What follows belongs to an exercise in optimizing a design on an open flow for small area, a short achievable clock period and few clock cycles; a production flow would make more cautious choices. In this exercise RTL edits were held to simulation tests only and were not proved equivalent to the original.

## config.mk

```make
export PLATFORM = sky130hd
export DESIGN_NAME = imd_top
export DESIGN_NICKNAME = imd_top
export VERILOG_FILES = /design/flow/design.v
export SDC_FILE = /design/flow/constraint.sdc
export NUM_CORES = 4
export LEC_CHECK = 0
export CAP_MARGIN = 20
export CORE_MARGIN = 2
export CORE_UTILIZATION = 40
export SLEW_MARGIN = 20
```

## constraint.sdc

```tcl
create_clock -name core_clock -period 6.5 [get_ports {clk}]
set_input_delay 1.3000 -clock core_clock [delete_from_list [all_inputs] [get_ports {clk}]]
set_output_delay 1.3000 -clock core_clock [all_outputs]
set_load 0.01 [all_outputs]
```

## design.v

```verilog
package imd_pkg;
	localparam int IMD_REG_WIDTH_DEF = 32;	 
	typedef enum logic [3:0] {
		IMD_NOP   = 4'd0,	 
		IMD_MFHI  = 4'd1,	 
		IMD_MFLO  = 4'd2,	 
		IMD_MTHI  = 4'd3,	 
		IMD_MTLO  = 4'd4,	 
		IMD_MULT  = 4'd5,	 
		IMD_MULTU = 4'd6,	 
		IMD_DIV   = 4'd7,	 
		IMD_DIVU  = 4'd8	 
	} imd_op_t;
	typedef enum logic [1:0] {
		SEQ_IDLE = 2'd0,	 
		SEQ_RUN  = 2'd1,	 
		SEQ_DONE = 2'd2		 
	} imd_seq_state_t;
endpackage
`timescale 1ns/1ps
module imd_top #(
	parameter int REG_WIDTH = imd_pkg::IMD_REG_WIDTH_DEF
) (
	input  logic			clk,
	input  logic			nrst,
	input  logic [3:0]		i_imuldiv_op,		 
	input  logic [REG_WIDTH-1:0]	i_rs_val,
	input  logic [REG_WIDTH-1:0]	i_rt_val,
	input  logic			i_mem_stall,
	input  logic			i_fetch_stall,
	input  logic			i_nullify_execute,
	input  logic			i_nullify_mem,
	input  logic			i_nullify_wb,
	output logic			o_exec_stall,		 
	output logic [REG_WIDTH-1:0]	o_rd_val,
	output logic			o_rd_valid
);
	localparam int W = REG_WIDTH;
	localparam int CW = $clog2(W);
	localparam int K = 4;			 
	localparam int NSTEP = W / K;
	typedef enum logic [2:0] {
		ST_IDLE = 3'd0,
		ST_MUL  = 3'd1,		 
		ST_MFIN = 3'd2,		 
		ST_NORM = 3'd3,		 
		ST_DIV  = 3'd4,		 
		ST_NEG  = 3'd5		 
	} state_t;
	logic		op_mf, op_mfhi, op_mthi, op_mtlo, op_mul, op_div, op_signed;
	logic		core_stall, adv, accept;
	state_t		state;
	logic		fin;		 
	assign op_mfhi = (i_imuldiv_op == imd_pkg::IMD_MFHI);
	assign op_mf = op_mfhi || (i_imuldiv_op == imd_pkg::IMD_MFLO);
	assign op_mthi = (i_imuldiv_op == imd_pkg::IMD_MTHI);
	assign op_mtlo = (i_imuldiv_op == imd_pkg::IMD_MTLO);
	assign op_mul = (i_imuldiv_op == imd_pkg::IMD_MULT) || (i_imuldiv_op == imd_pkg::IMD_MULTU);
	assign op_div = (i_imuldiv_op == imd_pkg::IMD_DIV) || (i_imuldiv_op == imd_pkg::IMD_DIVU);
	assign op_signed = (i_imuldiv_op == imd_pkg::IMD_MULT) || (i_imuldiv_op == imd_pkg::IMD_DIV);
	assign o_exec_stall = !i_mem_stall && !i_fetch_stall && op_mf && (state != ST_IDLE) && !fin;
	assign core_stall = i_mem_stall || i_fetch_stall || o_exec_stall;
	assign adv = !core_stall;
	assign accept = adv && !i_nullify_execute;
	logic [W-1:0]	hi, lo;		 
	logic [W-1:0]	d;		 
	logic [W-1:0]	m;		 
	logic [CW-1:0]	cnt;
	logic		cy;		 
	logic		md;		 
	logic		neg_l, neg_h;	 
	logic		mthi_m, mtlo_m, mthi_w, mtlo_w;
	logic		rd_hi;		 
	logic		a_neg, b_neg;
	logic [W-1:0]	a_mag, b_mag;
	assign a_neg = op_signed && i_rs_val[W-1];
	assign b_neg = op_signed && i_rt_val[W-1];
	assign a_mag = a_neg ? -i_rs_val : i_rs_val;
	assign b_mag = b_neg ? -i_rt_val : i_rt_val;
	logic [W+K-1:0]	cs_s, cs_c;	 
	logic [K:0]	cs_lo;		 
	always_comb
	begin
		logic [W+K-1:0] pp, t;
		cs_s = {{K{1'b0}}, hi};
		cs_c = {{K{1'b0}}, m};
		for (int i = 0; i < K; i++)
		begin
			pp = {{K{1'b0}}, d & {W{lo[i]}}} << i;
			t = cs_s ^ cs_c ^ pp;
			cs_c = ((cs_s & cs_c) | (cs_s & pp) | (cs_c & pp)) << 1;
			cs_s = t;
		end
	end
	assign cs_lo = {1'b0, cs_s[K-1:0]} + {1'b0, cs_c[K-1:0]} + {{K{1'b0}}, cy};
	logic [W:0]	sum;
	assign sum = {1'b0, hi} + {1'b0, m} + {{W{1'b0}}, md || cy};
	function automatic logic [CW:0] clz(input logic [W-1:0] v);
		clz = CW'(W);
		for (int i = 0; i < W; i++)
			if (v[i])
				clz = (CW+1)'(W - 1 - i);
	endfunction
	logic [CW:0]	za, zb, sh;
	logic		d_zero, q_zero;
	assign za = clz(lo);
	assign zb = clz(d);
	assign d_zero = (d == '0);
	assign q_zero = (zb < za);		 
	assign sh = zb - za;
	logic [W-1:0]	lo_neg, hi_neg;
	assign lo_neg = ~lo + 1'b1;
	assign hi_neg = ~hi + {{(W-1){1'b0}}, md || (lo == '0)};
	always_comb
	begin
		case (state)
		ST_MFIN: fin = !neg_l;
		ST_DIV:  fin = (cnt == '0) && !neg_l && !neg_h;
		ST_NEG:  fin = 1'b1;
		default: fin = 1'b0;
		endcase
	end
	always_ff @(posedge clk or negedge nrst)
	begin
		if (!nrst)
		begin
			state <= ST_IDLE;
			o_rd_valid <= 1'b0;
			mthi_m <= 1'b0;
			mtlo_m <= 1'b0;
			mthi_w <= 1'b0;
			mtlo_w <= 1'b0;
		end
		else
		begin
			if (adv)
			begin
				o_rd_valid <= accept && op_mf;
				mthi_m <= accept && op_mthi;
				mtlo_m <= accept && op_mtlo;
				mthi_w <= mthi_m && !i_nullify_mem;
				mtlo_w <= mtlo_m && !i_nullify_mem;
			end
			if (accept && op_mul)
				state <= ST_MUL;
			else if (accept && op_div)
				state <= ST_NORM;
			else
			begin
				case (state)
				ST_MUL:
					if (cnt == CW'(NSTEP - 1))
						state <= ST_MFIN;
				ST_MFIN:
					state <= neg_l ? ST_NEG : ST_IDLE;
				ST_NORM:
					if (d_zero || q_zero)
						state <= (neg_l || neg_h) ? ST_NEG : ST_IDLE;
					else
						state <= ST_DIV;
				ST_DIV:
					if (cnt == '0)
						state <= (neg_l || neg_h) ? ST_NEG : ST_IDLE;
				default:
					state <= ST_IDLE;
				endcase
			end
		end
	end
	always_ff @(posedge clk)
	begin
		if (accept && op_mf)
			rd_hi <= op_mfhi;
		if (accept && (op_mul || op_div))
		begin
			d <= b_mag;
			md <= op_div;
			neg_l <= a_neg ^ b_neg;
			neg_h <= op_div ? a_neg : (a_neg ^ b_neg);
			cnt <= '0;
			cy <= 1'b0;
		end
		else if (adv && (mthi_m || mtlo_m))
			d <= m;
		else
		begin
			case (state)
			ST_MUL:
			begin
				cnt <= cnt + 1'b1;
				cy <= cs_lo[K];
			end
			ST_NORM:
				cnt <= sh[CW-1:0];
			ST_DIV:
				cnt <= cnt - 1'b1;
			default: ;
			endcase
		end
		if (accept && (op_mthi || op_mtlo))
			m <= i_rs_val;
		else if (accept && op_mul)
			m <= '0;
		else
		begin
			case (state)
			ST_MUL:
				m <= cs_c[W+K-1:K];
			ST_NORM:
				m <= ~(d << sh[CW-1:0]);
			ST_DIV:
				m <= {1'b1, m[W-1:1]};
			default: ;
			endcase
		end
	end
	always_ff @(posedge clk or negedge nrst)
	begin
		if (!nrst)
		begin
			hi <= '0;
			lo <= '0;
		end
		else if (accept && (op_mul || op_div))
		begin
			lo <= a_mag;
			hi <= '0;
		end
		else if (adv && !i_nullify_wb && (mthi_w || mtlo_w))
		begin
			if (mthi_w)
				hi <= d;
			if (mtlo_w)
				lo <= d;
		end
		else
		begin
			case (state)
			ST_MUL:
			begin
				hi <= cs_s[W+K-1:K];
				lo <= {cs_lo[K-1:0], lo[W-1:K]};
			end
			ST_MFIN:
				hi <= sum[W-1:0];
			ST_NORM:
			begin
				hi <= lo;
				lo <= d_zero ? '1 : '0;
			end
			ST_DIV:
			begin
				if (sum[W])
					hi <= sum[W-1:0];
				lo <= {lo[W-2:0], sum[W]};
			end
			ST_NEG:
			begin
				if (neg_l)
					lo <= lo_neg;
				if (neg_h)
					hi <= hi_neg;
			end
			default: ;
			endcase
		end
	end
	assign o_rd_val = rd_hi ? hi : lo;
endmodule
```

## run.sh

```bash
#!/bin/bash
# synth_recipe.tcl (not shown) runs the flow's synth.tcl, then flattens the netlist and writes it again
# the make line also repeats each setting of config.mk as NAME=value (left out here)
make -C /OpenROAD-flow-scripts/flow DESIGN_CONFIG=/design/flow/config.mk WORK_HOME=/design/flow/orfs CLKGATE_MAP_FILE= SYNTH_SCRIPT=/design/flow/synth_recipe.tcl finish
```

==> summary.md, run 1 <==
| Metric | Value |
|---|---|
| Grt ovf | `0` |
| # rows | `81` |
| CP Cell Sequence | `buf_4 > ha_1 > o21bai_1 > a21oi_1 > o21bai_1 > a221oi_1 > o21ai_0 > a21oi_1 > o21ai_0 > a311oi_1 > o31a_1 > ha_1 > fa_2 > buf_4 > mux2_2 > o21ai_0 > mux2i_1 > nor2_1 > nor3_1 > a211oi_1 > a221oi_1 > o21ai_0` |
| Final Hold Fails | `0` |
| Final core utilization | `45.1%` |
| Main combinational cell family by area after synthesis | `compound AO/OA/AOI/OAI gates` |
| Synth cell types | `90` |
| H-tree levels | `4` |
| Final #Nets | `2704` |
| Most frequent CP cell | `o21ai_0` |
| Post-synthesis compound-gate area fraction | `24.4%` |
| XOR/XNOR Fraction of Synth Area | `6.00%` |
| EDFF count, synth | `68` |
| Yosys top cell by area | `fa_1` |
| CP max stage delay | `0.98 ns` |
| Max Slew Vio Count | `0` |
| Ys flop type | `dfrtp_1` |
| P&R area growth vs syn | `11.5%` |
| Port bufs | `108` |
| Gp weighted congestion | `0.987` |
| First-pass GRT wire length | `128 mm` |
| Unrepaired setup endpoints after global routing | `no` |
| Pre-CTS setup slack | `1.07 ns` |
| Slew HR | `20.7%` |
| Mux cell area share after synthesis | `5.34%` |
| CP startpoint kind | `register` |
| Via/cell ratio | `6.38` |
| Die X | `226 um` |
| Critical path's top delay family | `compound AO/OA/AOI/OAI gates` |
| Worst EP required | `6.83 ns` |
| Total CTS buffers | `17` |
| Area after DPL | `21400 um^2` |
| Top Ports | `109` |
| Global router's overall resource usage | `34.3%` |
| Seq/Total Area, Yosys | `20.1%` |
| Total setup buffers inserted after CTS | `0` |
| Cells after Synth | `2463` |
| Hold crit path type | `reg -> reg` |
| Post-layout min period | `5.57 ns` |
| Syn_nets | `2718` |
| Top cell type's share of synthesized area | `13.1%` |
| Setup TNS | `0 ns` |
| Syn_area_per_cell | `8.00 um^2` |
| DRT Pass-1 Iters | `6` |
| Reg clk slew, reported paths | `0.07 ns` |
| Worst-Margin Slew | `1.17 ns` |
| Die area | `51000 um^2` |
| Starting DRT DRC Count | `2629` |
| Avg WL per Cell | `27.6 um` |
| Die height | `226 um` |
| Core Region | `48700 um^2` |
| Initial antenna violation count | `3` |
| Commonest non-fill, non-tap cell in the layout | `nand2_1` |
| Remaining routing DRC violations | `0` |
| Fmax | `0.179 GHz` |
| Critical path buffers and inverters | `2` |
| Root buf cell | `clkbuf_16` |
| Final period util | `85.7%` |
| CP max FO | `21` |
| Non-filler instance count after layout | `3127` |
| Dpl hpwl | `65.7 mm` |
| CP Capture Type | `register` |
| Fin area | `22000 um^2` |
| Pin count of the biggest net entering global routing | `63` |
| Setup violations, final | `0` |
| Cts repair resizes | `0` |
| Final hold slack | `0.472 ns` |
| Clock Sinks | `146` |
| Vias | `19950` |
| Worst skew pair latency | `0.51 ns` |
| Status | `no timing/DRC/antenna violations` |
| Vias in the first global route | `19274` |
| CTS Buffer Depth | `2` |
| Maxcap violations | `0` |
| Post-route setup slack | `0.927 ns` |
| Placed insts | `3094` |
| Area contributors post-synth | `fa_1, edfxtp_1, dfrtp_1` |
| CTS tree | `done` |
| Commonest non-fill, non-tap cells in the layout | `nand2_1, nor2_1, o21ai_0, a21oi_1, inv_1` |
| Crit path kind | `reg -> reg` |
| Share of layout cells above drive strength 1 | `8.41%` |
| FFs w/ async S/R, synth | `49.3%` |
| Total Wirelength | `86.2 mm` |
| Critical Path AT | `5.91 ns` |
| Cts hold-fix bufs | `0` |
| Synth Warn # | `1` |
| Post-Syn Area | `19700 um^2` |
| CP max-delay cell | `fa_2` |
| Antenna-violating nets left | `0` |
| Synth Register Bits | `146` |
| Starting Density | `40.4%` |
| Adder-cell share of the synthesized area | `16.3%` |
| Simple-gate share of the synthesized area | `20.3%` |
| Clock skew | `0.0140 ns` |
==> Yosys cell counts (all sizes together), types with 10 or more instances <==
| master | number |
|---|---|
| or4 | 17 |
| a221oi | 43 |
| o31ai | 40 |
| a21oi | 178 |
| and3 | 11 |
| a22oi | 10 |
| o21ai | 193 |
| nor2b | 18 |
| mux4 | 17 |
| nor2 | 192 |
| xnor2 | 73 |
| mux2i | 32 |
| nand2b | 25 |
| or3 | 21 |
| buf | 41 |
| clkbuf | 167 |
| o211ai | 15 |
| ha | 51 |
| a21o | 22 |
| a31oi | 25 |
| o41ai | 20 |
| a211oi | 58 |
| nand3 | 35 |
| nand2 | 292 |
| and2 | 98 |
| edfxtp | 68 |
| fa | 129 |
| mux2 | 31 |
| nor4 | 25 |
| dfrtp | 72 |
| xor2 | 61 |
| o221ai | 11 |
| nor3 | 51 |
| a222oi | 15 |
| inv | 169 |
==> tightest hold or removal path: stages, from the launching register on <==
cell	delay (ns)
dfxtp_1	0.32
nand2_1	0.05
a21oi_1	0.05
==> worst paths after layout <==
path,startpoint,endpoint,slack (ns),cells past startpoint
min in group asynchronous,nrst,hi[6],0.78,1
setup / recovery,lo[0],m[25],0.93,22
max in group asynchronous,nrst,lo[24],4.65,2
hold / removal,cnt[4],cnt[4],0.47,2
hold reg to reg,cnt[4],cnt[4],0.47,2
setup reg to reg,lo[0],m[25],0.93,22
==> logic make-up after synthesis <==
kind of cell / count (synthesis)
AOI/OAI and AO/OA: 721
xor gates and xnor gates: 134
adders and majority gates: 180
buffers and inverters: 378
DFF: 146
muxes: 80
and+or+nand+nor: 824
==> area by class of cell <==
type / instances / area (um^2)
fillers: 4874 / 26800
multi-input cells: 1939 / 14300
flip-flops and latches: 146 / 3960
repair buffers: 175 / 1610
well taps: 664 / 831
inverters: 170 / 639
clock buffers: 17 / 425
clock inverters: 15 / 168
diodes: 1 / 2.50
==> flip-flops by register name (all words and copies together), names as in the netlist <==
signal      count
o_rd_valid      1
mtlo_w          1
md              1
mthi_m          1
neg_h           1
hi             32
neg_l           1
d              32
rd_hi           1
m              32
mtlo_m          1
cy              1
lo             32
cnt             5
mthi_w          1
state           3
==> layer usage <==
metal / global-route usage [%] / share of wire, %
met1: 45.9 / 41
met2: 50.9 / 43
met3: 11.6 / 12
met4: 13.7 / 4.4
met5: 0 / 0.024
Testbench counts, summed over its fixed seeds: cycles 33,537.
==> inputs of run 2 (changes only) <==
--- a/design.v
+++ b/design.v
@@ -69,6 +69,7 @@
 	logic		cy;		 
 	logic		md;		 
 	logic		neg_l, neg_h;	 
+	logic		short_m;	 
 	logic		mthi_m, mtlo_m, mthi_w, mtlo_w;
 	logic		rd_hi;		 
 	logic		a_neg, b_neg;
@@ -77,6 +78,17 @@
 	assign b_neg = op_signed && i_rt_val[W-1];
 	assign a_mag = a_neg ? -i_rs_val : i_rs_val;
 	assign b_mag = b_neg ? -i_rt_val : i_rt_val;
+	function automatic logic is_small(input logic [W-1:0] v, input logic sgn);
+		is_small = (v[W-1:W/2] == '0) ||
+			(sgn && (v[W-1:W/2] == '1) && (v[W/2-1:0] != '0));
+	endfunction
+	logic		rs_small, rt_small, swap;
+	logic [W-1:0]	lo_in, d_in;
+	assign rs_small = is_small(i_rs_val, op_signed);
+	assign rt_small = is_small(i_rt_val, op_signed);
+	assign swap = op_mul && !rs_small && rt_small;
+	assign lo_in = swap ? b_mag : a_mag;
+	assign d_in = swap ? a_mag : b_mag;
 	logic [W+K-1:0]	cs_s, cs_c;	 
 	logic [K:0]	cs_lo;		 
 	always_comb
@@ -149,7 +161,7 @@
 			begin
 				case (state)
 				ST_MUL:
-					if (cnt == CW'(NSTEP - 1))
+					if (cnt == CW'(short_m ? NSTEP / 2 - 1 : NSTEP - 1))
 						state <= ST_MFIN;
 				ST_MFIN:
 					state <= neg_l ? ST_NEG : ST_IDLE;
@@ -173,8 +185,9 @@
 			rd_hi <= op_mfhi;
 		if (accept && (op_mul || op_div))
 		begin
-			d <= b_mag;
+			d <= d_in;
 			md <= op_div;
+			short_m <= rs_small || rt_small;
 			neg_l <= a_neg ^ b_neg;
 			neg_h <= op_div ? a_neg : (a_neg ^ b_neg);
 			cnt <= '0;
@@ -223,7 +236,7 @@
 		end
 		else if (accept && (op_mul || op_div))
 		begin
-			lo <= a_mag;
+			lo <= lo_in;
 			hi <= '0;
 		end
 		else if (adv && !i_nullify_wb && (mthi_w || mtlo_w))
@@ -242,7 +255,13 @@
 				lo <= {cs_lo[K-1:0], lo[W-1:K]};
 			end
 			ST_MFIN:
-				hi <= sum[W-1:0];
+				if (short_m)
+				begin
+					hi <= {{(W/2){1'b0}}, sum[W-1:W/2]};
+					lo <= {sum[W/2-1:0], lo[W-1:W/2]};
+				end
+				else
+					hi <= sum[W-1:0];
 			ST_NORM:
 			begin
 				hi <= lo;
==> summary.md, run 2 <==
| Metric | Value |
|---|---|
| Status | `no timing/DRC/antenna violations` |
| Unrepaired setup endpoints after global routing | `no` |
| Port bufs | `108` |
| Commonest non-fill, non-tap cells in the layout | `nand2_1, o21ai_0, nor2_1, a21oi_1, inv_1` |
| Cells after Synth | `2637` |
| Cts hold-fix bufs | `0` |
| Synth Warn # | `1` |
| Final #Nets | `2900` |
| Avg WL per Cell | `31.6 um` |
| Hold crit path type | `reg -> reg` |
| Share of layout cells above drive strength 1 | `8.88%` |
| Synth top cells by count | `nand2_1, o21ai_0, nor2_1` |
| Starting DRT DRC Count | `3048` |
| Remaining routing DRC violations | `0` |
| Final period util | `83.9%` |
| Worst skew pair latency | `0.50 ns` |
| Critical path's top delay family | `simple AND/OR/NAND/NOR gates` |
| Fin area | `23100 um^2` |
| Global router's overall resource usage | `39.5%` |
| Post-Syn Area | `20700 um^2` |
| RR Startpoint | `lo[6]` |
| Syn_area_per_cell | `7.86 um^2` |
| EDFF count, synth | `69` |
| H-tree levels | `4` |
| Final core utilization | `45.1%` |
| Cell with the most instances after synthesis | `nand2_1` |
| Total CTS buffers | `17` |
| CTS Buffer Depth | `2` |
| First-pass GRT wire length | `153 mm` |
| Grt ovf | `0` |
| CP max-delay cell | `nor4_1` |
| Syn_nets | `2892` |
| Crit path kind | `reg -> reg` |
| Critical path buffers and inverters | `1` |
| Initial antenna violation count | `4` |
| Dpl hpwl | `82.2 mm` |
| Antenna-violating nets left | `0` |
| Synth cell types | `97` |
| Reg clk slew, reported paths | `0.07 ns` |
| Via/cell ratio | `6.62` |
| Top Ports | `109` |
| Ys flop type | `dfrtp_1` |
| Die area | `53600 um^2` |
| Total Wirelength | `106 mm` |
| Clock skew | `0.0134 ns` |
| Yosys top cell by area | `fa_1` |
| Max Slew Vio Count | `0` |
| Seq/Total Area, Yosys | `19.3%` |
| Core Region | `51300 um^2` |
| Worst EP required | `6.89 ns` |
| Worst reg-to-reg setup slack | `1.05 ns` |
| Gp weighted congestion | `1.08` |
| Setup TNS | `0 ns` |
| Vias in the first global route | `21217` |
| Vias | `22108` |
| P&R area growth vs syn | `11.7%` |
| Die height | `232 um` |
| Starting Density | `40.4%` |
| DRT Pass-1 Iters | `6` |
| CP Cell Sequence | `nor4_1 > and4_1 > nor2b_1 > a31o_2 > ha_1 > ha_1 > nor4b_2 > nand3_1 > buf_4 > or3_1 > nor4_2 > nand3b_1 > xor2_1 > a21oi_1 > nand3_1 > a32o_1` |
| Critical Path AT | `5.84 ns` |
| Fmax | `0.183 GHz` |
| Die X | `232 um` |
| Post-layout min period | `5.45 ns` |
| Clock Sinks | `147` |
| Worst-Margin Slew | `1.17 ns` |
| Area after DPL | `22500 um^2` |
| Root buf cell | `clkbuf_16` |
| Crit path from | `lo[6]` |
| Pin count of the biggest net entering global routing | `114` |
| Synth Register Bits | `147` |
| CP max stage delay | `0.62 ns` |
| Slew HR | `22.1%` |
| # rows | `83` |
| CP Capture Type | `register` |
| Setup violations, final | `0` |
| FFs w/ async S/R, synth | `49.0%` |
| Total setup buffers inserted after CTS | `0` |
| CTS tree | `done` |
| Filler cell count | `5297` |
| CP max FO | `11` |
| CP startpoint kind | `register` |
| Area contributors post-synth | `fa_1, edfxtp_1, dfrtp_1` |
| Final Hold Fails | `0` |
| HP Start | `o_rd_valid` |
| Top cell type's share of synthesized area | `12.5%` |
| Commonest non-fill, non-tap cell in the layout | `nand2_1` |
| Maxcap violations | `0` |
| Cts repair resizes | `0` |
==> run 2: worst paths after layout <==
| kind | to | cells after the start |
|---|---|---|
| setup / recovery | hi[30] | 16 |
| hold / removal | o_rd_valid | 1 |
| max in group asynchronous | hi[5] | 2 |
| setup reg to reg | hi[30] | 16 |
| min in group asynchronous | mtlo_m | 1 |
| hold reg to reg | o_rd_valid | 1 |
==> run 2: final cells by class <==
type	instances	area (um^2)	area share, %
timing repair buffer	206	1830	7.89
clock inverter	12	119	0.514
tap	680	851	3.68
clock buffer	20	478	2.07
inverter	160	601	2.60
antenna	1	2.50	0.0108
sequential	147	3990	17.3
multi-input combinational	2113	15300	66.0
==> run 2: per-layer routing <==
metal | vias to the layer above | share of wire, % | global-route usage [%]
li1 | 9492 | - | -
met1 | 10905 | 41 | 53.5
met2 | 1455 | 43 | 58.4
met3 | 252 | 11 | 11.6
met4 | 4 | 4.8 | 16.7
met5 | - | 0.027 | 0
==> run 2: cell families (layout without fill, tap and decap cells) <==
family                   Yosys count  count (layout)  share of synthesized area (%)
AND/OR/NAND/NOR                  883             883                           20.5
AO/OA/AOI/OAI                    823             823                           26.1
buffers and inverters            377             398                           7.33
adder cells (fa/ha/maj)          180             180                           15.5
flip-flops                       147             147                           19.3
XOR/XNOR                         141             141                           5.96
multiplexers                      86              86                           5.27
other                              0               1                              0
==> run 2: worst register-to-register path, cell delays in order, from the launching register on <==
cell and delay [ns]:
dfrtp_1 0.53, nor4_1 0.62, and4_1 0.39, nor2b_1 0.58, a31o_2 0.27, ha_1 0.20
ha_1 0.23, nor4b_2 0.33, nand3_1 0.14, buf_4 0.20, or3_1 0.37, nor4_2 0.58
nand3b_1 0.17, xor2_1 0.17, a21oi_1 0.16, nand3_1 0.17, a32o_1 0.24
==> run 2: metrics by stage <==
stage,hold WS [ns],worst slack (ns),instances
2_1_floorplan,0.472,1.57,2637
3_3_place_gp,0.464,0.945,3306
3_5_place_dp,0.470,0.866,3306
4_1_cts,0.486,1.26,3338
5_1_grt,0.529,0.956,3338
6_report,0.480,1.05,3339
Testbench counts of run 2, summed over its fixed seeds: cycles 30,520.
==> inputs of run 3 (changes only) <==
--- a/config.mk
+++ b/config.mk
@@ -5,7 +5,9 @@
 export SDC_FILE = /design/flow/constraint.sdc
 export NUM_CORES = 4
 export LEC_CHECK = 0
+export ABC_CLOCK_PERIOD_IN_PS = 4000
 export CAP_MARGIN = 20
 export CORE_MARGIN = 2
 export CORE_UTILIZATION = 40
+export SETUP_SLACK_MARGIN = 2.5
 export SLEW_MARGIN = 20
==> summary.md, run 3 <==
| Metric | Value |
|---|---|
| Share of layout cells above drive strength 1 | `19.0%` |
| Root buf cell | `clkbuf_16` |
| CP Capture Type | `register` |
| Remaining routing DRC violations | `0` |
| Top Ports | `109` |
| Initial antenna violation count | `3` |
| EDFF count, synth | `69` |
| Final core utilization | `49.3%` |
| Critical Path AT | `5.04 ns` |
| Fmax | `0.214 GHz` |
| Vias | `23055` |
| Antenna-violating nets left | `0` |
| CP max-delay cell | `fa_2` |
| CTS Buffer Depth | `2` |
| Syn_area_per_cell | `7.86 um^2` |
| P&R area growth vs syn | `22.1%` |
| Top cell type's share of synthesized area | `12.5%` |
| Critical path buffers and inverters | `2` |
| # rows | `83` |
| Cts hold-fix bufs | `0` |
| Dpl hpwl | `82.5 mm` |
| CP Cell Sequence | `o31ai_4 > a211oi_2 > o31ai_2 > a211oi_1 > o31ai_1 > a211oi_2 > nor3_2 > buf_4 > o31ai_4 > fa_2 > buf_12 > mux4_2 > mux2i_2 > nand2_1 > a21oi_4 > o22ai_1 > o21ai_1 > a22o_1` |
| Final period util | `71.7%` |
| CTS tree | `done` |
| Gp weighted congestion | `1.05` |
| Cells after Synth | `2637` |
| Syn_nets | `2892` |
| Final #Nets | `2999` |
| Worst EP required | `6.88 ns` |
| Crit path kind | `reg -> reg` |
| Grt ovf | `0` |
| Cell with the most instances after synthesis | `nand2_1` |
| Total CTS buffers | `17` |
| Clock Sinks | `147` |
| Worst-Margin Slew | `1.27 ns` |
| Worst skew pair latency | `0.50 ns` |
| Synth Warn # | `1` |
| Status | `no timing/DRC/antenna violations` |
| Synth top cells by count | `nand2_1, o21ai_0, nor2_1` |
| Hold crit path type | `reg -> reg` |
| Seq/Total Area, Yosys | `19.3%` |
| Non-filler instance count after layout | `3440` |
| Clock skew | `0.0142 ns` |
| Unrepaired setup endpoints after global routing | `yes` |
| Die area | `53600 um^2` |
| First-pass GRT wire length | `156 mm` |
| Area contributors post-synth | `fa_1, edfxtp_1, dfrtp_1` |
| CP max FO | `17` |
| Avg WL per Cell | `32.0 um` |
| Vias in the first global route | `21472` |
| Final Hold Fails | `0` |
| Critical path's top delay family | `compound AO/OA/AOI/OAI gates` |
| Maxcap violations | `0` |
| Ys flop type | `dfrtp_1` |
| H-tree levels | `4` |
| Post-layout min period | `4.66 ns` |
| Pin count of the biggest net entering global routing | `114` |
| Core Region | `51300 um^2` |
| DRT Pass-1 Iters | `8` |
| Yosys top cell by area | `fa_1` |
| Starting Density | `40.4%` |
| Setup violations, final | `0` |
| Port bufs | `108` |
| Final hold slack | `0.481 ns` |
| Reg clk slew, reported paths | `0.07 ns` |
| Post-Syn Area | `20700 um^2` |
| Via/cell ratio | `6.70` |
| Synth cell types | `97` |
| Total Wirelength | `110 mm` |
| Placed insts | `3301` |
| CP startpoint kind | `register` |
| FFs w/ async S/R, synth | `49.0%` |
| Slew HR | `15.4%` |
| Die X | `232 um` |
| Synth Register Bits | `147` |
| Setup TNS | `0 ns` |
| Die height | `232 um` |
| Global router's overall resource usage | `40.4%` |
| Starting DRT DRC Count | `3091` |
| CP max stage delay | `0.61 ns` |
| Commonest non-fill, non-tap cells in the layout | `nand2_1, nor2_1, o21ai_0, a21oi_1, buf_4` |
| Max Slew Vio Count | `0` |
| Commonest non-fill, non-tap cell in the layout | `nand2_1` |
==> run 3: cell count changes in the layout (fill, tap and decap cells not counted), moves of 10 or more <==
cell,delta
dfrtp_2,+11
clkdlybuf4s50_1,-11
buf_6,+26
nor2_1,-17
a21oi_2,+19
fa_1,-10
dfrtp_1,-11
o21ai_0,-58
nor2_4,+11
a21oi_1,-21
o21ai_1,+39
buf_4,+58
fa_2,+10
o21ai_2,+18
==> run 3: path summary, 6_finish.rpt <==
path	startpoint	end	slack [ns]	depth (start not counted)
max	d[2]	m[14]	1.84	18
min	o_rd_valid	o_rd_valid	0.48	1
max reg2reg	d[2]	m[14]	1.84	18
min reg2reg	o_rd_valid	o_rd_valid	0.48	1
max in group asynchronous	nrst	lo[24]	4.55	2
min in group asynchronous	nrst	o_rd_valid	0.68	1
==> run 3: kinds of logic (layout without fill, tap and decap cells) <==
kind of cell / after synthesis / after routing / synth area share, %
multiplexers: 86 / 86 / 5.27
flip-flops: 147 / 147 / 19.3
AND/OR/NAND/NOR: 883 / 884 / 20.5
adder cells (fa/ha/maj): 180 / 180 / 15.5
buffers and inverters: 377 / 495 / 7.33
AO/OA/AOI/OAI: 823 / 824 / 26.1
XOR/XNOR: 141 / 141 / 5.96
other: 0 / 3 / 0
==> run 3: stage by stage <==
step | worst slack (ns) | instance area, um^2
6_report | 1.84 | 25300
5_1_grt | 1.67 | 25300
4_1_cts | 1.93 | 24200
3_5_place_dp | 0.969 | 22600
3_3_place_gp | 1.00 | 22600
2_1_floorplan | 2.36 | 20900
==> run 3: layout make-up <==
| type | count | area (um^2) |
|---|---|---|
| antenna | 3 | 7.51 |
| clock buffer | 18 | 429 |
| clock inverter | 14 | 155 |
| fill | 5152 | 26000 |
| inverter | 160 | 609 |
| multi-input combinational | 2115 | 16400 |
| sequential | 147 | 4010 |
| tap | 680 | 851 |
| timing repair buffer | 303 | 2850 |
==> run 3: per-layer routing <==
| metal | global-route usage (%) | part of all wire, % |
|---|---|---|
| met2 | 60.1 | 43 |
| met4 | 17.8 | 5.7 |
| met3 | 13.6 | 12 |
| met5 | 0 | 0.025 |
| met1 | 53.1 | 39 |
==> run 3: repair_timing <==
item,in CTS,in global routing
setup endpoints to repair,175,113
buffers inserted,50,48
gates cloned,3,3
resized for setup,162,187
pin swaps,34,83
==> run 3: worst reg2reg max path, stage by stage (launching register included) <==
cell and delay (ns):
edfxtp_1 0.51, o31ai_4 0.30, a211oi_2 0.13, o31ai_2 0.34, a211oi_1 0.12, o31ai_1 0.26, a211oi_2 0.11, nor3_2 0.20
buf_4 0.15, o31ai_4 0.07, fa_2 0.62, buf_12 0.17, mux4_2 0.56, mux2i_2 0.21, nand2_1 0.12, a21oi_4 0.24
o22ai_1 0.13, o21ai_1 0.16, a22o_1 0.14

[port drivers added, routing unchanged]
In the flow no input, the clock included, has a driving cell. The finished layouts below were timed again as built, in two steps. Step 1 assumes that a clkbuf_16 drives the clock port and a buf_2 every other input. Step 2 moves the port delays by t, midway between the first and last clock arrival at a register: inputs arrive t later, outputs are due t later. That takes back most of the time a late clock gives input paths. a / b / c = ideal / step 1 / step 2; a / b = the first two.
| run | t, ns | slack for setup (ns) | latest minus earliest clock arrival (ns) | slew at the worst register clock pin (ns) |
|---|---|---|---|---|
| run 1 | 0.557 | 0.927 / 0.927 / 0.927 | 0.014 / 0.014 | 0.08 / 0.08 |
| run 2 | 0.552 | 1.047 / 1.047 / 0.741 | 0.014 / 0.013 | 0.08 / 0.08 |
| run 3 | 0.557 | 1.837 / 1.837 / 1.837 | 0.014 / 0.014 | 0.07 / 0.07 |
After both steps every run listed still meets setup and hold. For run 2, which loses most, drivers alone change the setup slack by 0.000 ns; drivers and shift together by -0.306 ns.
